What follows belongs to an exercise in optimizing a design on an open flow for small area; a production flow would make more cautious choices. Function was checked by simulation only, so behaviour that the tests miss may differ from the original. Power figures rest on the tool's default switching activity, not on a simulated workload.

## run 1
// data_mem
module data_mem
#(
  parameter int W = data_mem_pkg::DATA_W,
  parameter int A = data_mem_pkg::ADDR_W
)
(
  input  logic         clk,
  input  logic         reset,
  input  logic [A-1:0] DataAddress,
  input  logic         ReadMem,
  input  logic         WriteMem,
  input  logic [W-1:0] DataIn,
  output logic [W-1:0] DataOut
);
  localparam int N  = 2**A;
  localparam int AH = A / 2;
  localparam int AL = A - AH;
  localparam int NR = 2**AH;
  localparam int NC = 2**AL;
  localparam int NG = N / 3;
  logic valid;
  always @(posedge clk or negedge reset) begin
    if (!reset) valid <= 1'b0;
    else        valid <= 1'b1;
  end
  logic [NR-1:0] row_n, rowv_n;
  logic [NC-1:0] col_n, colw_n;
  for (genvar j = 0; j < NR; j++) begin : g_row
    assign row_n[j]  = (DataAddress[A-1:AL] != j);
    assign rowv_n[j] = valid & row_n[j];
  end
  for (genvar k = 0; k < NC; k++) begin : g_col
    assign col_n[k]  = (DataAddress[AL-1:0] != k);
    assign colw_n[k] = valid & (col_n[k] | ~WriteMem);
  end
  logic [W-1:0] din_w;
  assign din_w = DataIn & {W{WriteMem}};
  logic [N-1:0]   sel;
  logic [N*W-1:0] mem_core;
  for (genvar i = 0; i < N; i++) begin : g_word
    logic         hold;
    logic [W-1:0] nxt;
  ...
clock: 14.0 ns
lec_check: 0
cap_margin: 20
core_margin: 2
core_utilization: 70
cts_buf_list: sky130_fd_sc_hd__clkbuf_8
cts_cluster_diameter: 100
cts_cluster_size: 18
slew_margin: 20
synth_hierarchical: 1
standard.sh (not shown) runs the stock make flow with config.mk's settings and CLKGATE_MAP_FILE= SYNTH_SCRIPT=/design/flow/synth_recipe.tcl, a recipe that flattens the netlist after the stock synthesis.
==> flow/flow/run.sh <==
#!/bin/bash
# Layout flow: the standard flow (standard.sh, which runs the standard
# synthesis and the ORFS steps through finish) with two changes to how the
# layout is built:
#  - clock tree synthesis without dummy loads (clkbuf_8 buffers, clusters of
#    at most 18 sinks, as config.mk asks);
#  - the input/output port buffers use buf_1.
# make's output goes to standard.log; ORFS keeps each step's log under
# orfs/logs/.
set -euo pipefail
export CTS_ARGS="-sink_clustering_enable -repair_clock_nets -dont_use_dummy_load -buf_list sky130_fd_sc_hd__clkbuf_8 -sink_clustering_size 18 -sink_clustering_max_diameter 100"
export BUFFER_PORTS_ARGS="-buffer_cell sky130_fd_sc_hd__buf_1"
bash standard.sh > standard.log 2>&1
Run 1: all stages complete, timing, DRC and antenna checks passed
> inputs changed (run 1 -> run 2)
Settings: a change of CORE_UTILIZATION from 70 to 50; a change of CTS_CLUSTER_SIZE from 18 to 15.
==> flow/flow/run.sh <==
#!/bin/bash
# Layout flow: the standard flow (standard.sh) with two changes to how
# the layout is built:
#  - clock tree synthesis without dummy loads, clkbuf_8 buffers, clusters
#    of at most 15 sinks;
#  - the input/output port buffers use buf_1.
# Each tool's output is kept in standard.log (make) and in ORFS's own logs
# under orfs/logs/.
set -euo pipefail
export CTS_ARGS="-sink_clustering_enable -repair_clock_nets -dont_use_dummy_load -buf_list sky130_fd_sc_hd__clkbuf_8 -sink_clustering_size 15 -sink_clustering_max_diameter 100"
export BUFFER_PORTS_ARGS="-buffer_cell sky130_fd_sc_hd__buf_1"
bash standard.sh > standard.log 2>&1
==> comparison <==
- Lower number of signal-net buffers in the layout goes to run 1 over run 2.
- Run 2 vs. run 1: number of placed instances, taps included went up by about 9%.
- Taking run 1 as the reference, in run 2 synthesized area per cell roughly the same, sum of internal, switching and leakage power picked up an extra 270 uW.
- The final cell count in run 1 is 0.913 times that in run 2.
- met1 track demand over resource for run 2: 12 points down relative to run 1
- On clock tree cell share of total cell area: run 2 sits above run 1.
diff inputs: run 2 => run 3
Settings: CORE_UTILIZATION: 50 -> 70; CTS_CLUSTER_SIZE: 15 -> 18.
==> flow/run.sh (new file) <==
#!/bin/bash
# synth_recipe.tcl (not shown) runs the flow's synth.tcl, then flattens the netlist and writes it again
# the make line also repeats each setting of config.mk as NAME=value (left out here)
make -C /OpenROAD-flow-scripts/flow DESIGN_CONFIG=/design/flow/config.mk WORK_HOME=/design/flow/orfs CLKGATE_MAP_FILE= SYNTH_SCRIPT=/design/flow/synth_recipe.tcl finish
removed: flow/flow/run.sh
removed: flow/standard.sh
Findings:
Route | run 3 vs run 2 | wire shorter in run 3
Taking run 2 as the reference point, the final RePlAce weighted congestion of run 3 rises by 6.5%.
Against run 2, run 3 comes in 2.2 points higher on ratio of final minimum period to clock period.
In run 3 relative to run 2, switching power summed over all nets had gone down by a few percent.
Final standard cell count with taps included and fillers excluded (run 3 vs. run 2) decreases by a little under 10%
The final worst slack number comes out lower for run 3 vs run 2.

what the ideal ports hide:
The results above use ideal ports. As a check the final layouts listed here were re-extracted and re-timed, cells and wires unchanged. Step 1, drivers: a clkbuf_16 drives clk and a buf_2 each remaining input, both assumed. Step 2 adds t to the input delays and takes it off the output delays; t is the mean of the earliest and latest rising clock arrival at the registers after step 1. Input paths then give back, and output paths get back, about the clock's delay inside the block. a / b / c = ideal / step 1 / step 2; a / b = the first two.
| run | t (ns) | setup WS [ns] | worst setup path after step 2 |
|---|---|---|---|
| run 1 | 0.967 | 3.255 / 3.184 / 3.184 | input to output |
| run 2 | 0.972 | 2.991 / 2.945 / 2.945 | input to output |
| run 3 | 0.956 | 2.690 / 2.612 / 2.612 | input to output |
After both steps every run listed still meets setup and hold. For run 3, which loses most, drivers alone change the setup slack by -0.078 ns; drivers and shift together by -0.078 ns.
